Source: an optimization exercise on an open RTL-to-GDS flow (aim: small area). Production flows keep margins and buffers that such runs may drop. Function was checked by simulation only, so behaviour that the tests miss may differ from the original. Power is estimated from default activity; no workload was simulated.

==> flow/design.v (excerpt) <==
module dma_dispatcher (
    input  logic                     clk,
    input  logic                     rst_local,
    input  logic                     mmio_read,
    input  logic                     mmio_write,
    input  logic [10-1:0]   mmio_address,
    input  logic [64-1:0]   mmio_writedata,
    output logic [64-1:0]   readdata,
    output logic                     readdatavalid,
    output logic                     rd_ch0_new_cmd,
    output logic [64-1:0]   rd_ch0_src_start_addr,
    output logic [64-1:0]   rd_ch0_dst_start_addr,
    output logic [64-1:0]   rd_ch0_xfer_length,
    output logic                     rd_ch1_new_cmd,
    output logic [64-1:0]   rd_ch1_src_start_addr,
    output logic [64-1:0]   rd_ch1_dst_start_addr,
    output logic [64-1:0]   rd_ch1_xfer_length,
    output logic                     wr_ch0_new_cmd,
    output logic [64-1:0]   wr_ch0_src_start_addr,
    output logic [64-1:0]   wr_ch0_dst_start_addr,
    output logic [64-1:0]   wr_ch0_xfer_length,
    output logic                     wr_ch1_new_cmd,
    output logic [64-1:0]   wr_ch1_src_start_addr,
    output logic [64-1:0]   wr_ch1_dst_start_addr,
    output logic [64-1:0]   wr_ch1_xfer_length,
    output logic                     rd_cfg_sclr,
    output logic                     rd_cfg_clear_irq,
    output logic                     wr_cfg_sclr,
    output logic                     wr_cfg_clear_irq,
    output logic [64-1:0]   magic_addr,
    input  logic [2-1:0] rd_chan_done,
  ...
For scale: about 2200 cells after synthesis, ~830 flip-flops, ~990 I/O pins.
Settings: LEC_CHECK=0, CAP_MARGIN=20, CORE_MARGIN=2, CORE_UTILIZATION=40, SLEW_MARGIN=20; clock period 8.0 ns.
standard.sh (not shown) runs the stock make flow with config.mk's settings and CLKGATE_MAP_FILE= SYNTH_SCRIPT=/design/flow/synth_recipe.tcl, a recipe that flattens the netlist after the stock synthesis.
==> flow/flow/run.sh <==
#!/bin/bash
# Standard layout, with the smallest buffer on the ports and a clock tree of
# larger leaf clusters, without dummy loads. Each ORFS step logs to
# orfs/logs/; make's own output goes to make_finish.log.
set -euo pipefail
export BUFFER_PORTS_ARGS="-buffer_cell sky130_fd_sc_hd__buf_1"
export CTS_ARGS="-sink_clustering_enable -repair_clock_nets -dont_use_dummy_load -buf_list {sky130_fd_sc_hd__clkbuf_8} -sink_clustering_size 15 -sink_clustering_max_diameter 40"
bash standard.sh finish > make_finish.log 2>&1
Then changed:
==> flow/flow/run.sh (replaced) <==
#!/bin/bash
# Standard layout, with the smallest buffer on the ports and a clock tree of
# larger leaf clusters, without dummy loads. Each ORFS step logs to
# orfs/logs/; make's own output goes to make_finish.log.
set -euo pipefail
export BUFFER_PORTS_ARGS="-buffer_cell sky130_fd_sc_hd__buf_1"
export CTS_ARGS="-sink_clustering_enable -repair_clock_nets -dont_use_dummy_load -buf_list {sky130_fd_sc_hd__clkbuf_16} -sink_clustering_size 25 -sink_clustering_max_diameter 50"
bash standard.sh finish > make_finish.log 2>&1
Effect:
- area after synthesis does not change
- cell area grows by 1.4%
- combinational power stays flat
- via count grows by 0.42%
- count of clock-buffer cells in the layout shrinks by 23
- wire length stays flat
- hold slack barely changes
- total power grows by 10%
- global-route usage stays flat
- register-to-register slack got worse by 0.05 ns
- flip-flop and latch count does not change

========
Starting RTL as in the previous note.
clock: 8.0 ns
lec_check: 0
cap_margin: 20
core_margin: 2
core_utilization: 40
slew_margin: 20
==> flow/flow/run.sh <==
#!/bin/bash
# Standard layout, with the smallest buffer on the ports and a clock tree of
# larger leaf clusters, without dummy loads. Each ORFS step logs to
# orfs/logs/; make's own output goes to make_finish.log.
set -euo pipefail
export BUFFER_PORTS_ARGS="-buffer_cell sky130_fd_sc_hd__buf_1"
export CTS_ARGS="-sink_clustering_enable -repair_clock_nets -dont_use_dummy_load -root_buf sky130_fd_sc_hd__clkbuf_16 -buf_list {sky130_fd_sc_hd__clkbuf_8 sky130_fd_sc_hd__clkbuf_16} -sink_clustering_size 20 -sink_clustering_max_diameter 60"
bash standard.sh finish > make_finish.log 2>&1
The baseline passed the timing, DRC and antenna checks.
Rerun with:
==> flow/flow/run.sh (replaced) <==
#!/bin/bash
# Standard layout, with the smallest buffer on the ports and a clock tree of
# larger leaf clusters, without dummy loads. Each ORFS step logs to
# orfs/logs/; make's own output goes to make_finish.log.
set -euo pipefail
export BUFFER_PORTS_ARGS="-buffer_cell sky130_fd_sc_hd__buf_1"
export CTS_ARGS="-sink_clustering_enable -repair_clock_nets -dont_use_dummy_load -buf_list {sky130_fd_sc_hd__clkbuf_16} -sink_clustering_size 30 -sink_clustering_max_diameter 100"
bash standard.sh finish > make_finish.log 2>&1
Outcome: The changed run went through all stages and came out clean; total power fell by 11%; fmax is higher by 0.84%; synthesized area is unchanged; worst setup slack is better by 0.066 ns; critical path depth does not change; clock-buffer cell count goes down by 32; global-route usage is lower by 0.20 points; routed wire length stays flat; via count went down by 0.40%; die area does not change; clock power goes down by 27%.

========
## xenon
Another version of the RTL of dma_dispatcher (not shown whole).
Size: about 2100 cells after synthesis, about 990 I/O pins, about 0.036 sq mm of cells after synthesis.
Settings: LEC_CHECK=0, CAP_MARGIN=20, CORE_MARGIN=2, CORE_UTILIZATION=40, SLEW_MARGIN=20; clock period 8.0 ns.
==> flow/flow/run.sh <==
#!/bin/bash
# Standard layout, with the smallest buffer on the ports and a clock tree of
# larger leaf clusters, without dummy loads. Each ORFS step logs to
# orfs/logs/; make's own output goes to make_finish.log.
set -euo pipefail
export BUFFER_PORTS_ARGS="-buffer_cell sky130_fd_sc_hd__buf_1"
export CTS_ARGS="-sink_clustering_enable -repair_clock_nets -dont_use_dummy_load -buf_list {sky130_fd_sc_hd__clkbuf_16} -sink_clustering_size 26 -sink_clustering_max_diameter 80"
bash standard.sh finish > make_finish.log 2>&1
xenon completed every stage of the flow, and the final layout passed the timing, DRC and antenna checks.
Edits applied to the flow inputs when going from xenon to sierra:
- swapping 40 for 60 in CORE_UTILIZATION
==> flow/flow/run.sh <==
#!/bin/bash
# Standard layout, with the smallest buffer on the ports and a clock tree of
# larger leaf clusters, without dummy loads. Each ORFS step logs to
# orfs/logs/; make's own output goes to make_finish.log.
set -euo pipefail
export BUFFER_PORTS_ARGS="-buffer_cell sky130_fd_sc_hd__buf_1"
export CTS_ARGS="-sink_clustering_enable -repair_clock_nets -dont_use_dummy_load -buf_list {sky130_fd_sc_hd__clkbuf_16} -sink_clustering_size 30 -sink_clustering_max_diameter 100"
bash standard.sh finish > make_finish.log 2>&1
[summary]
What ended sierra was a tool error in I/O pin placement (3_2_place_iop); the run never finished.
Re mean area per synthesized cell: no difference whatsoever between xenon and sierra.
From sierra to xenon, compound-cell area share of the yosys netlist did not move at all.
From xenon to sierra the numbers moved as follows: adder-cell area share of the yosys netlist flat; number of cells produced by synthesis flat; synthesized area flat; number of distinct library cell variants in the gate-level netlist after synthesis flat.
As far as fraction of synthesis flops using an asynchronous set or reset pin is concerned, sierra and xenon perform about the same.
Die height in sierra is 55 microns lower than in xenon
Looking at x dimension of the die across sierra and xenon, the one that comes out lower is sierra.
Per the comparison of sierra with xenon, starting density of the core went up 20 points, number of core rows went down 18%.

-- port drivers added, routing unchanged --
No port has a modelled driver above. Below, the same layouts with a new extraction and two added sets of constraints.
Step 1, drivers: a clkbuf_16 drives clk and a buf_2 each remaining input, both assumed.
Step 2, shift: input delay + t, output delay - t, t = (earliest + latest rising clock arrival at the registers) / 2. This alone moves slack from input paths to output paths.
Slacks: ideal ports / drivers / drivers and shift; pairs: ideal ports / drivers.
run	shift t [ns]	slack for setup (ns)	worst slew at a driven data input, ns
the first run of note 1	0.770	0.131 / 0.064 / 0.834	0.12
the second run of note 1	0.685	0.117 / 0.047 / 0.732	0.14
the first run of note 2	0.647	0.134 / 0.067 / 0.715	0.13
the second run of note 2	0.644	0.199 / 0.126 / 0.770	0.13
xenon	0.641	0.197 / 0.129 / 0.771	0.15
After both steps setup and hold are still met in every run listed.
